This design comes from an exercise in tuning for small area, a short achievable clock period and few clock cycles per item on the open sky130 flow, not from production work.
Function was not checked in any run shown here: the RTL went through the layout flow alone.
Power is estimated from default activity; no workload was simulated.

==> flow/design.v <==
`timescale 1ns/1ps
`default_nettype none
module mcp_dec
(
    input  logic [5:0]  addr,
    input  logic        we,
    output logic [63:0] rsel,
    output logic [63:0] wen
);
    logic [7:0] lsel, hsel, hwe;
    always_comb begin
        for (int i = 0; i < 8; i++) begin
            lsel[i] = addr[2:0] == 3'(i);
            hsel[i] = addr[5:3] == 3'(i);
            hwe[i]  = hsel[i] & we;
        end
        for (int i = 0; i < 64; i++) begin
            rsel[i] = lsel[i % 8] & hsel[i / 8];
            wen[i]  = lsel[i % 8] & hwe[i / 8];
        end
    end
endmodule
module mcp_xsel
(
    input  logic [2:0]   wa,                
    input  logic [127:0] ab,                
    output logic [15:0]  x0,
    output logic [15:0]  x1
);
    logic [7:0]  d;
    logic [15:0] A [4];
    logic [15:0] B [4];
    always_comb begin
        for (int i = 0; i < 4; i++) begin
            A[i] = ab[16*i +: 16];
            B[i] = ab[64 + 16*i +: 16];
        end
        for (int k = 0; k < 8; k++) d[k] = wa == 3'(k);
        x0 = '0;
        x1 = '0;
        for (int k = 0; k < 8; k++) begin
            logic [15:0] c0, c1;
            if (k < 4) begin
                c0 = B[2*(k % 2) + (k / 2) % 2];
                c1 = B[2*(k % 2) + 1 - (k / 2) % 2];
            end else begin
                c0 = A[2*(k % 2) + (k / 2) % 2];
                c1 = A[2*(1 - k % 2) + (k / 2) % 2];
            end
            x0 = x0 | (c0 & {16{d[k]}});
            x1 = x1 | (c1 & {16{d[k]}});
        end
    end
endmodule
module mcp_top
(
    input  logic        clk,
    input  logic        rst,
    input  logic        start_req,
    output logic        start_ack,
    input  logic        host_we,
    input  logic [5:0]  host_addr,
    input  logic [15:0] host_wdata,
    output logic [15:0] host_rdata
);
    logic [15:0] mem [64];
    function automatic logic [15:0] csa_s(input logic [15:0] a, input logic [15:0] b,
                                          input logic [15:0] c);
        csa_s = a ^ b ^ c;
    endfunction
    function automatic logic [15:0] csa_c(input logic [15:0] a, input logic [15:0] b,
                                          input logic [15:0] c);
        logic [15:0] m;
        m = (a & b) | (a & c) | (b & c);
        csa_c = {m[14:0], 1'b0};
    endfunction
    logic [15:0] A [4];                     
    logic [15:0] B [4];                     
    logic [15:0] P [8];                     
    logic [15:0] csum [4];                  
    always_comb begin
        for (int i = 0; i < 4; i++) begin
            A[i] = mem[16 + i];
            B[i] = mem[20 + i];
        end
    end
    logic        job;
    logic [15:0] x [2];
    assign job = host_we & ~rst & (host_addr[5:3] == 3'b010);
    logic [127:0] ab;
    always_comb begin
        for (int i = 0; i < 4; i++) begin
            ab[16*i +: 16]      = A[i];
            ab[64 + 16*i +: 16] = B[i];
        end
    end
    mcp_xsel u_xsel (
        .wa (host_addr[2:0]),
        .ab (ab),
        .x0 (x[0]),
        .x1 (x[1])
    );
    logic [7:0] bneg, bone, btwo;
    always_comb begin
        for (int i = 0; i < 8; i++) begin
            logic lo;
            lo      = (i == 0) ? 1'b0 : host_wdata[2*i - 1];
            bneg[i] = host_wdata[2*i + 1];
            bone[i] = host_wdata[2*i] ^ lo;
            btwo[i] = (host_wdata[2*i + 1] & ~host_wdata[2*i] & ~lo)
                    | (~host_wdata[2*i + 1] & host_wdata[2*i] & lo);
        end
    end
    logic [15:0] row [2][8];
    logic [15:0] row_q [2][8];
    logic [2:0]  job_w_q;
    logic        job_q;
    always_comb begin
        for (int m = 0; m < 2; m++) begin
            for (int i = 0; i < 7; i++) begin
                logic [15:0] mg;
                mg = ({16{bone[i]}} & x[m]) | ({16{btwo[i]}} & {x[m][14:0], 1'b0});
                row[m][i] = (mg ^ {16{bneg[i]}}) << (2*i);
                if (i > 0) row[m][i][2*i - 2] = bneg[i - 1];
            end
            begin
                logic [1:0] m7;
                m7 = ({2{bone[7]}} & x[m][1:0]) | ({2{btwo[7]}} & {x[m][0], 1'b0});
                row[m][7] = '0;
                row[m][7][14] = m7[0];
                row[m][7][15] = m7[1] ^ (bneg[7] & m7[0]);
                row[m][7][12] = bneg[6];
            end
        end
    end
    always_ff @(posedge clk) begin
        job_q   <= job;
        job_w_q <= host_addr[2:0];
        for (int m = 0; m < 2; m++) begin
            for (int i = 0; i < 8; i++) row_q[m][i] <= row[m][i];
        end
    end
    logic [15:0] prod [2];
    always_comb begin
        for (int m = 0; m < 2; m++) begin
            logic [15:0] a0, a1, a2, a3, t0, t1, t2, t3, u0, u1, v0, v1;
            a0 = csa_s(row_q[m][0], row_q[m][1], row_q[m][2]);
            a1 = csa_c(row_q[m][0], row_q[m][1], row_q[m][2]);
            a2 = csa_s(row_q[m][3], row_q[m][4], row_q[m][5]);
            a3 = csa_c(row_q[m][3], row_q[m][4], row_q[m][5]);
            t0 = csa_s(a0, a1, a2);
            t1 = csa_c(a0, a1, a2);
            t2 = csa_s(a3, row_q[m][6], row_q[m][7]);
            t3 = csa_c(a3, row_q[m][6], row_q[m][7]);
            u0 = csa_s(t0, t1, t2);
            u1 = csa_c(t0, t1, t2);
            v0 = csa_s(u0, u1, t3);
            v1 = csa_c(u0, u1, t3);
            prod[m] = v0 + v1;
        end
    end
    always_ff @(posedge clk) begin
        for (int r = 0; r < 2; r++) begin
            for (int k = 0; k < 2; k++) begin
                for (int c = 0; c < 2; c++) begin
                    if (job_q && (job_w_q[2] ? (job_w_q[1] == k[0] && job_w_q[0] == c[0])
                                             : (job_w_q[1] == r[0] && job_w_q[0] == k[0]))) begin
                        P[4*r + 2*k + c] <= prod[r ^ c];
                    end
                end
            end
        end
    end
    always_comb begin
        for (int r = 0; r < 2; r++) begin
            for (int c = 0; c < 2; c++) begin
                csum[2*r + c] = P[4*r + c] + P[4*r + 2 + c];
            end
        end
    end
    logic commit;
    always_ff @(posedge clk) begin
        if (rst) begin
            start_ack <= 1'b0;
            commit    <= 1'b0;
        end else begin
            start_ack <= start_req;
            commit    <= start_req & ~start_ack;
        end
    end
    logic [63:0]   rsel, wen;
    logic [1023:0] rval;
    logic [15:0]   rdata;
    mcp_dec u_dec (
        .addr (host_addr),
        .we   (host_we & ~rst),
        .rsel (rsel),
        .wen  (wen)
    );
    always_comb begin
        for (int i = 0; i < 64; i++) rval[16*i +: 16] = mem[i];
        for (int i = 0; i < 4; i++) begin
            if (commit) rval[16*(24 + i) +: 16] = csum[i];
        end
    end
    always_comb begin
        rdata = '0;
        for (int i = 0; i < 64; i++) rdata = rdata | (rval[16*i +: 16] & {16{rsel[i]}});
    end
    always_ff @(posedge clk) begin
        for (int i = 0; i < 64; i++) begin
            if (i >= 24 && i < 28 && commit) begin
                mem[i] <= csum[i - 24];
            end else if (wen[i]) begin
                mem[i] <= host_wdata;
            end
        end
        host_rdata <= rdata;
    end
endmodule
`default_nettype wire
==> flow/flow/run.sh <==
#!/bin/bash
# The standard layout (standard.sh), with two ORFS settings changed:
#  - the input and output port buffers are buf_4 cells, not the delay-cell
#    buffer that buffer_ports picks on its own;
#  - ADDER_MAP_FILE is empty, so synthesis leaves adders as plain gates for
#    abc instead of mapping them to full/half adder cells.
# make's output goes to flow_make.log here; each tool's log is under orfs/logs.
set -euo pipefail
export BUFFER_PORTS_ARGS="-buffer_cell sky130_fd_sc_hd__buf_4"
bash standard.sh ADDER_MAP_FILE= finish > flow_make.log 2>&1
==> flow/standard.sh <==
#!/bin/bash
# synth_recipe.tcl (not shown) runs the flow's synth.tcl, then flattens the netlist and writes it again
# the make line also repeats each setting of config.mk as NAME=value (left out here)
make -C /OpenROAD-flow-scripts/flow DESIGN_CONFIG=/design/flow/config.mk WORK_HOME=/design/flow/orfs CLKGATE_MAP_FILE= SYNTH_SCRIPT=/design/flow/synth_recipe.tcl "${@:-finish}"
==> flow/config.mk <==
export PLATFORM = sky130hd
export DESIGN_NAME = mcp_top
export DESIGN_NICKNAME = mcp_top
export VERILOG_FILES = /design/flow/design.v
export SDC_FILE = /design/flow/constraint.sdc
export NUM_CORES = 4
export LEC_CHECK = 0
export ABC_AREA = 1
export CAP_MARGIN = 20
export CORE_MARGIN = 2
export CORE_UTILIZATION = 45
export CTS_BUF_LIST = sky130_fd_sc_hd__clkbuf_16
export CTS_CLUSTER_DIAMETER = 80
export CTS_CLUSTER_SIZE = 20
export PLACE_DENSITY = 0.6
export SETUP_SLACK_MARGIN = 4.8
export SLEW_MARGIN = 20
export SYNTH_HIERARCHICAL = 1
export SYNTH_MINIMUM_KEEP_SIZE = 0
export TNS_END_PERCENT = 20
==> flow/constraint.sdc <==
create_clock -name core_clock -period 8.0 [get_ports {clk}]
set_input_delay 1.6000 -clock core_clock [delete_from_list [all_inputs] [get_ports {clk}]]
set_output_delay 1.6000 -clock core_clock [all_outputs]
set_load 0.01 [all_outputs]
==> results of run 1 <==
## final timing paths
kind | cells past startpoint | endpoint
max | 17 | host_rdata[6]$_DFF_P_
min | 1 | commit$_SDFF_PP0_
max reg2reg | 8 | host_rdata[10]$_DFF_P_
min reg2reg | 1 | commit$_SDFF_PP0_
## per-module statistics from Yosys (local to each module, per instance)
| module | cell area, sq um | cells |
|---|---|---|
| mcp_top | 56750 | 5225 |
| mcp_xsel | 2987 | 558 |
| mcp_dec | 823.3 | 181 |
## per-stage QoR
| step | cell area (sq um) | hold WS [ns] |
|---|---|---|
| global route | 68210 | 0.4523 |
| CTS | 67160 | 0.4305 |
| global placement | 63160 | 0.4070 |
| finish | 68210 | 0.4231 |
| floorplan | 60920 | 0.4476 |
| detailed placement | 63180 | 0.4184 |
## area by class of cell
cell class	count	area [sq um]	share of cell area, %
Inverter	425	1713	2.511
Clock buffer	78	1952	2.862
Sequential cell	1325	38060	55.80
Timing Repair Buffer	345	3293	4.828
Clock inverter	39	322.8	0.4733
Multi-Input combinational cell	3937	20660	30.29
Tap cell	1768	2212	3.243
## layout by cell type (no fill, tap or decap), types with 19 or more instances in the layout
cell / n
a21oi_2: 20
nor2_1: 410
clkbuf_16: 79
buf_12: 25
edfxtp_1: 1152
dfxtp_1: 172
xnor2_1: 22
nand2_1: 1736
a22o_1: 73
nand4_1: 308
a221oi_1: 37
nand2_2: 49
o21ai_0: 92
o22ai_1: 126
buf_4: 263
a21oi_1: 153
buf_6: 40
inv_1: 412
nand3_2: 47
a221oi_2: 19
nor2_2: 33
nand3_1: 409
xor2_1: 182
## cells by family (layout without fill, tap and decap cells)
family	Yosys count	in the layout	share of synthesized area [%]
AOI/OAI and AO/OA	617	618	6.647
xor gates and xnor gates	204	204	2.950
DFF	1325	1325	62.84
buffers and inverters	707	887	5.027
and+or+nand+nor	3111	3115	22.53
## what timing repair did
| item | CTS | global route |
|---|---|---|
| buffers inserted | 70 | 61 |
| endpoints found under the hold margin | 0 | 0 |
| gates resized for setup | 160 | 82 |
| gates cloned | 6 | 7 |
| pin swaps | 51 | 43 |
| setup endpoints to repair | 243 | 218 |
## layer usage
layer  up-vias  part of all wire, %
li1      21040                    -
met1     22230                   43
met2      2160                   45
met3       282                  9.3
met4         6                  3.0
met5         -                0.019
## critical path, stage by stage
cell	delay, ns
buf_16	0.12
clkinvlp_4	0.11
buf_12	0.14
nand3_4	0.13
buf_6	0.14
nor2_4	0.03
buf_6	0.13
buf_12	0.12
nand2_4	0.04
nand4_1	0.11
a21oi_2	0.12
nand4_1	0.23
nor4_2	0.36
buf_4	0.19
nand4_1	0.28
nor4_4	0.36
nand4_1	0.12
## state kept, by name, summed over array words and instances (netlist names)
| name | cells |
|---|---|
| P | 128 |
| job_w_q | 3 |
| row_q | 151 |
| commit | 1 |
| job_q | 1 |
| host_rdata | 16 |
| start_ack | 1 |
| mem | 1024 |
## power by group through the flow
stage	sequential (mW)	combinational (mW)	clock, mW
floorplan	8.22	2.70	0
global placement	8.26	3.77	0
detailed placement	8.26	3.84	0
CTS	8.10	3.92	4.21
global route	8.13	4.45	4.45
finish	8.11	3.99	4.17
==> impl_results.md, run 1 <==
- Final Hold Vio Count: 0
- Reg-to-reg setup timing slack: 4.43 ns
- Leak: 27.06 nW
- Seq pwr share: 49.8%
- Cells after Synth: 5,964
- Met2 Usage GRT: 41.63%
- Highest clock rate: 263.3 MHz
- Final setup viols: 0
- Gr usage total: 27.15%
- DR vias/cell: 5.774
- Reg clk slew, reported paths: 0.08 ns
- Number of global-route vias before repair: 41,370
- Die Span Y: 370.8 um
- Io pins: 43
- CTS tree: yes
- TritonCTS buffer count: 78
- Synth top area cells: edfxtp_1 57%, nand2_1 11%, dfxtp_1 5.7%, nand3_1 3.5%, nand4_1 3.2%
- Post-synth top area share: 57.12%
- Syn-to-layout area delta: 12.63%
- Setup_tns: 0 ns
- Root Driver: clkbuf_16
- Post-route minimum period: 3.797 ns
- Clock latency on the worst-skew pair: 0.73 ns
- GP Congestion: 0.8936
- Core Region: 133,500 sq um
- Antenna violations before repair: 8
- Comb power frac: 24.5%
- Sequential area share after synthesis: 62.84%
- Internal power: 11.02 mW
- Nature of the critical path startpoint: primary input
- Gr busiest metal: met2
- Synth Register Bits: 1,325
- WP data required: 8.59 ns
- RSZ-0062 raised after global routing: yes
- Fin. max-slew vios: 0
- Crit-path max FO: 5
- DRT Wirelength: 190.6 mm
- Detail Route Antenna Nets: 0
- CTS sink cnt: 1,325
- Syn Nets: 5,990
- Remaining global-route overflow: 0
- DRC: 0
- Hold Crit Class: reg -> reg
- Routed len/inst: 24.07 um
- RR Startpoint: commit$_SDFF_PP0_
- Die width: 370.8 um
- Total power: 16.27 mW
- First-pass DRT Iterations: 6
- Run status: no timing/DRC/antenna violations
- WP data arrival: 4.39 ns
- Vias: 45,720
- Final Core Density: 51.11%
- H-tree depth: 3
- Post-synth top cells: 1,747 x nand2_1, 1,152 x edfxtp_1, 431 x nor2_1, 429 x nand3_1, 402 x inv_1
- Area leader, netlist: edfxtp_1
- Antenna cells: 0
- Maxcap violations: 0
- Crit Path Class: in -> reg
- Final worst-path cycle share: 47.47%
- Clock buffer depth: 3
- Site Rows: 134
- Slew @ Worst Pin: 1.119 ns
- Count leader, synth: nand2_1
- EDFF count, synth: 1,152
- Worst setup path startpoint: host_addr[0]
- First-pass GRT wire length: 276.1 mm
- Final Skew: 0.04826 ns
- Clk pwr share: 25.6%
- Global Route met1 Usage: 39.91%
- Main synth FF type: edfxtp_1
- 1st-iter DRT viols: 5,888
- Sw frac: 32.29%
- Final worst slack: 4.203 ns
- Hold Buf Count CTS: 0
- Post-DP HPWL: 123.9 mm
- Post-Layout Cell Count: 7,917
- CP Capture Type: flop
- Syn avg cell area: 10.15 sq um
- # port buffers: 42
- Ys Warns: 28
- Layout Nets: 6,138
- Largest net degree at the start of global routing: 91
- Post-synth ARST share: 0%
- Starting Density: 45.38%
- Fillers: 11,770
- GR Util met3: 4.187%
- Share of layout cells above drive strength 1: 12.13%
- Worst rel slew slack: 25.42%
- Start point of the worst hold path: start_ack$_SDFF_PP0_
- Synthesized area: 60,560 sq um
- Pre-CTS WS: 2.004 ns
- Placed cells: 7,656
- Worst VDD drop: 0.1852 mV
- Power density cells: 238.6 nW/um^2
- Die area: 137,500 sq um
- NetSw: 5.255 mW
- Netlist cell types: 57
==> run 2, diff against run 1 <==
--- a/flow/design.v
+++ b/flow/design.v
@@ -17,38 +17,6 @@
         for (int i = 0; i < 64; i++) begin
             rsel[i] = lsel[i % 8] & hsel[i / 8];
             wen[i]  = lsel[i % 8] & hwe[i / 8];
-        end
-    end
-endmodule
-module mcp_xsel
-(
-    input  logic [2:0]   wa,                
-    input  logic [127:0] ab,                
-    output logic [15:0]  x0,
-    output logic [15:0]  x1
-);
-    logic [7:0]  d;
-    logic [15:0] A [4];
-    logic [15:0] B [4];
-    always_comb begin
-        for (int i = 0; i < 4; i++) begin
-            A[i] = ab[16*i +: 16];
-            B[i] = ab[64 + 16*i +: 16];
-        end
-        for (int k = 0; k < 8; k++) d[k] = wa == 3'(k);
-        x0 = '0;
-        x1 = '0;
-        for (int k = 0; k < 8; k++) begin
-            logic [15:0] c0, c1;
-            if (k < 4) begin
-                c0 = B[2*(k % 2) + (k / 2) % 2];
-                c1 = B[2*(k % 2) + 1 - (k / 2) % 2];
-            end else begin
-                c0 = A[2*(k % 2) + (k / 2) % 2];
-                c1 = A[2*(1 - k % 2) + (k / 2) % 2];
-            end
-            x0 = x0 | (c0 & {16{d[k]}});
-            x1 = x1 | (c1 & {16{d[k]}});
         end
     end
 endmodule
@@ -87,19 +55,15 @@
     logic        job;
     logic [15:0] x [2];
     assign job = host_we & ~rst & (host_addr[5:3] == 3'b010);
-    logic [127:0] ab;
     always_comb begin
-        for (int i = 0; i < 4; i++) begin
-            ab[16*i +: 16]      = A[i];
-            ab[64 + 16*i +: 16] = B[i];
+        for (int m = 0; m < 2; m++) begin
+            if (host_addr[2]) begin
+                x[m] = A[{host_addr[0] ^ m[0], host_addr[1]}];
+            end else begin
+                x[m] = B[{host_addr[0], host_addr[1] ^ m[0]}];
+            end
         end
     end
-    mcp_xsel u_xsel (
-        .wa (host_addr[2:0]),
-        .ab (ab),
-        .x0 (x[0]),
-        .x1 (x[1])
-    );
     logic [7:0] bneg, bone, btwo;
     always_comb begin
         for (int i = 0; i < 8; i++) begin
==> flow/config.mk (replaced) <==
export PLATFORM = sky130hd
export DESIGN_NAME = mcp_top
export DESIGN_NICKNAME = mcp_top
export VERILOG_FILES = /design/flow/design.v
export SDC_FILE = /design/flow/constraint.sdc
export NUM_CORES = 4
export LEC_CHECK = 0
export ABC_AREA = 1
export CAP_MARGIN = 20
export CORE_MARGIN = 2
export CORE_UTILIZATION = 50
export CTS_BUF_LIST = sky130_fd_sc_hd__clkbuf_8
export PLACE_DENSITY = 0.65
export SETUP_SLACK_MARGIN = 4.7
export SLEW_MARGIN = 20
export SYNTH_HIERARCHICAL = 1
export SYNTH_MINIMUM_KEEP_SIZE = 0
export TNS_END_PERCENT = 5
==> run 2 against run 1 <==
Against the previous run: final cell count is 2.2% lower; first-iteration DRC count is 2.8% lower; core utilization rose by 6.3 points; total power rose by 8.9%; critical path depth is 7 lower; synthesized area fell by 1.7%; register-to-register slack improved by 0.14 ns; clock power is 27% higher; global-route usage grew 3.2 points; fmax rose by 6.9%; critical path type unchanged; largest cell class unchanged.
==> impl_results.md, run 2 <==
- RR Startpoint: commit$_SDFF_PP0_
- WP data required: 8.74 ns (+0.15 ns)
- WHS Path Cells: 1 (unchanged)
- Final Skew: 0.05072 ns (+0.002458 ns)
- Hold Crit Class: reg -> reg
- Slew @ Worst Pin: 1.149 ns (+0.03028 ns)
- Post-synth ARST share: 0% (unchanged)
- Crit Path Class: in -> reg
- Hold Buf Count CTS: 0 (unchanged)
- Gr usage total: 30.39% (+3.2 points)
- GP Congestion: 0.9625 (+7.7%)
- Nature of the critical path startpoint: primary input
- Antenna violations before repair: 5 (-3)
- Root Driver: clkbuf_8
- Highest clock rate: 281.5 MHz (+6.9%)
- Post-synth top area share: 58.10% (+0.97 points)
- Synthesized area: 59,540 sq um (-1.7%)
- Detail Route Antenna Nets: 0 (unchanged)
- Ys Warns: 17 (-39%)
- Fin. max-slew vios: 0 (unchanged)
- Area leader, netlist: edfxtp_1
- Worst R2R Path Depth: 8 (unchanged)
- Die area: 121,900 sq um (-11%)
- Final setup viols: 0 (unchanged)
- RSZ-0062 raised after global routing: yes
- WP data arrival: 4.29 ns (-0.10 ns)
- Layout Nets: 6,057 (-1.3%)
- Reg clk slew, reported paths: 0.06 ns (-0.02 ns)
- Share of layout cells above drive strength 1: 14.20% (+2.1 points)
- First-pass GRT wire length: 271.2 mm (-1.8%)
- Clock buffer depth: 3 (unchanged)
- CTS sink cnt: 1,325 (unchanged)
- Core Region: 118,100 sq um (-12%)
- Fillers: 9,874 (-16%)
- Post-route minimum period: 3.552 ns (-0.2454 ns)
- Syn avg cell area: 10.38 sq um (+2.2%)
- Count leader, synth: nand2_1
- Syn Nets: 5,763 (-3.8%)
- Site Rows: 126 (-6.0%)
- Crit-path max FO: 23 (+18)
- Sequential area share after synthesis: 63.92% (+1.1 points)
- Netlist cell types: 65 (+14%)
- Min-Delay Endpoint: commit$_SDFF_PP0_
- Die Span Y: 349.1 um (-5.9%)
- RR Endpoint: host_rdata[6]$_DFF_P_
- Post-Layout Cell Count: 7,742 (-2.2%)
- Die width: 349.1 um (-5.9%)
- Final Core Density: 57.36% (+6.3 points)
- Io pins: 43 (unchanged)
- DRT Wirelength: 187.4 mm (-1.7%)
- TritonCTS buffer count: 210 (+170%)
- Post-DP HPWL: 125.3 mm (+1.2%)
- Worst rel slew slack: 23.41% (-2.0 points)
- 1st-iter DRT viols: 5,725 (-2.8%)
- Run status: no timing/DRC/antenna violations
- Leak: 26.94 nW (-0.43%)
- Start point of the worst hold path: start_ack$_SDFF_PP0_
- Reg-to-reg setup timing slack: 4.57 ns (+0.14 ns)
- Largest net degree at the start of global routing: 74 (-19%)
- Routed len/inst: 24.21 um (+0.57%)
- CTS tree: yes
- Final Hold Vio Count: 0 (unchanged)
- Vias: 45,060 (-1.4%)
- Commonest non-fill, non-tap cell in the layout: nand2_1
- Main synth FF type: edfxtp_1
- CP Capture Type: flop
- Synth Register Bits: 1,325 (unchanged)
- Setup_tns: 0 ns (unchanged)
- Most frequent cells in the layout: 1,615 x nand2_1, 1,152 x edfxtp_1, 501 x inv_1
- # port buffers: 42 (unchanged)
- Max FFs per register: 1,024 (unchanged)
- Top reg by flops: mem
- First-pass DRT Iterations: 8 (+2)
- Synth top area cells: edfxtp_1 58%, nand2_1 10%, dfxtp_1 5.8%, nand3_1 3.0%, inv_1 2.7%
- DR vias/cell: 5.820 (+0.79%)
- Cells after Synth: 5,737 (-3.8%)
- Maxcap violations: 0 (unchanged)
- EDFF count, synth: 1,152 (unchanged)
- Worst VDD drop: 0.2274 mV (+23%)
- Clock latency on the worst-skew pair: 0.94 ns (+0.21 ns)
- Syn-to-layout area delta: 13.76%
- Power density cells: 261.7 nW/um^2 (+9.7%)
- Number of global-route vias before repair: 41,790 (+1.0%)
- DRC: 0 (unchanged)
- Largest regs: mem x1024, row_q x151, P x128
- Post-synth top cells: 1,628 x nand2_1, 1,152 x edfxtp_1, 435 x inv_1, 392 x nor2_1, 353 x nand3_1
- Placed cells: 7,261 (-5.2%)
- Starting Density: 50.42% (+5.0 points)
- Final worst-path cycle share: 44.40% (-3.1 points)
- H-tree depth: 4 (+1)
- Remaining global-route overflow: 0 (unchanged)
[run 2: area by class of cell]
class / instances / area [sq um] / share of cell area [%]
Timing Repair inverter: 3 / 16.27 / 0.02401
Antenna cell: 3 / 7.507 / 0.01108
Sequential cell: 1325 / 38060 / 56.19
Timing Repair Buffer: 300 / 2526 / 3.729
Inverter: 478 / 1869 / 2.760
Clock inverter: 168 / 827.0 / 1.221
Tap cell: 1536 / 1922 / 2.837
Multi-Input combinational cell: 3713 / 19540 / 28.84
Clock buffer: 216 / 2973 / 4.389
[run 2: how the worst max path moves through the flow]
stage                      start                      to  slack [ns]
global route        host_addr[1]  host_rdata[14]$_DFF_P_        4.46
global placement    host_addr[2]   host_rdata[2]$_DFF_P_        1.99
detailed placement  host_addr[2]  host_rdata[12]$_DFF_P_        2.07
floorplan                host_we    mem[30][0]$_DFFE_PP_        4.28
finish              host_addr[0]     row_q[9][8]$_DFF_P_        4.45
CTS                 host_addr[0]   host_rdata[4]$_DFF_P_        4.66
[run 2: cell families (layout without fill, tap and decap cells)]
logic type             Yosys count  count (layout)  share of synthesized area (%)
AO/OA/AOI/OAI                  776             776                          8.588
flip-flops                    1325            1325                          63.92
buffers and inverters          699            1165                          4.539
other                            0               3                              0
XOR/XNOR                       201             201                          3.005
AND/OR/NAND/NOR               2736            2736                          19.95
[run 2: critical path: stages]
cell	delay, ns
clkbuf_16	0.14
nand2_1	0.06
buf_4	0.33
clkinvlp_4	0.41
buf_4	0.35
a221oi_1	0.37
o211ai_1	0.33
nand2_4	0.34
o22ai_1	0.13
xor2_1	0.20
[run 2: report_power, final]
group          internal [mW]  switching [mW]
registers               8.03           0.117
logic                   1.19            3.08
clock network           2.56            2.75
[run 2: repair_timing]
item                                    in CTS  in global routing
endpoints found under the setup margin     131                161
cloned                                       4                  1
setup buffers                               64                 25
gates resized for setup                    168                 27
pin swaps                                   38                 17
[run 2: per-module statistics from Yosys, one instance, submodules excluded]
module	cell area [sq um]	times used
mcp_dec	823.3	1
mcp_top	58720	1
[run 2: stage by stage]
| step | hold slack, ns | power (mW) | area [sq um] | setup WS, ns |
|---|---|---|---|---|
| final | 0.4310 | 17.72 | 67740 | 4.448 |
| after global routing | 0.4358 | 18.50 | 67730 | 4.458 |
| after CTS | 0.4323 | 17.78 | 67390 | 4.659 |
| after detailed placement | 0.4283 | 12.50 | 62230 | 2.070 |
| after global placement | 0.4226 | 12.41 | 62210 | 1.992 |
| after floorplan | 0.4389 | 10.99 | 59540 | 4.279 |
[run 2: per-layer routing]
layer / global-route usage, % / vias up / wire length [um]
met4: 12.39 / 2 / 7815
li1: - / 20660 / -
met5: 0 / - / 13
met2: 46.56 / 2500 / 83880
met3: 6.887 / 420 / 20300
met1: 41.94 / 21470 / 75430

==> static timing again, ports no longer ideal <==
No port has a modelled driver above. Below, the same layouts with a new extraction and two added sets of constraints. Step 1, drivers: a clkbuf_16 drives clk and a buf_2 each remaining input, both assumed. Step 2 adds t to the input delays and takes it off the output delays; t is the mean of the earliest and latest rising clock arrival at the registers after step 1. Input paths then give back, and output paths get back, about the clock's delay inside the block. Slacks: ideal ports / drivers / drivers and shift; pairs: ideal ports / drivers.
run | shift t [ns] | setup WS [ns] | pins driven straight from the clock port
run 1 | 0.789 | 4.203 / 4.053 / 3.264 | 1
run 2 | 0.986 | 4.448 / 4.367 / 3.381 | 1
After both steps every run listed still meets setup and hold. The setup slack of run 2, which loses most, moves by -0.081 ns with the drivers and by -1.067 ns with both steps.
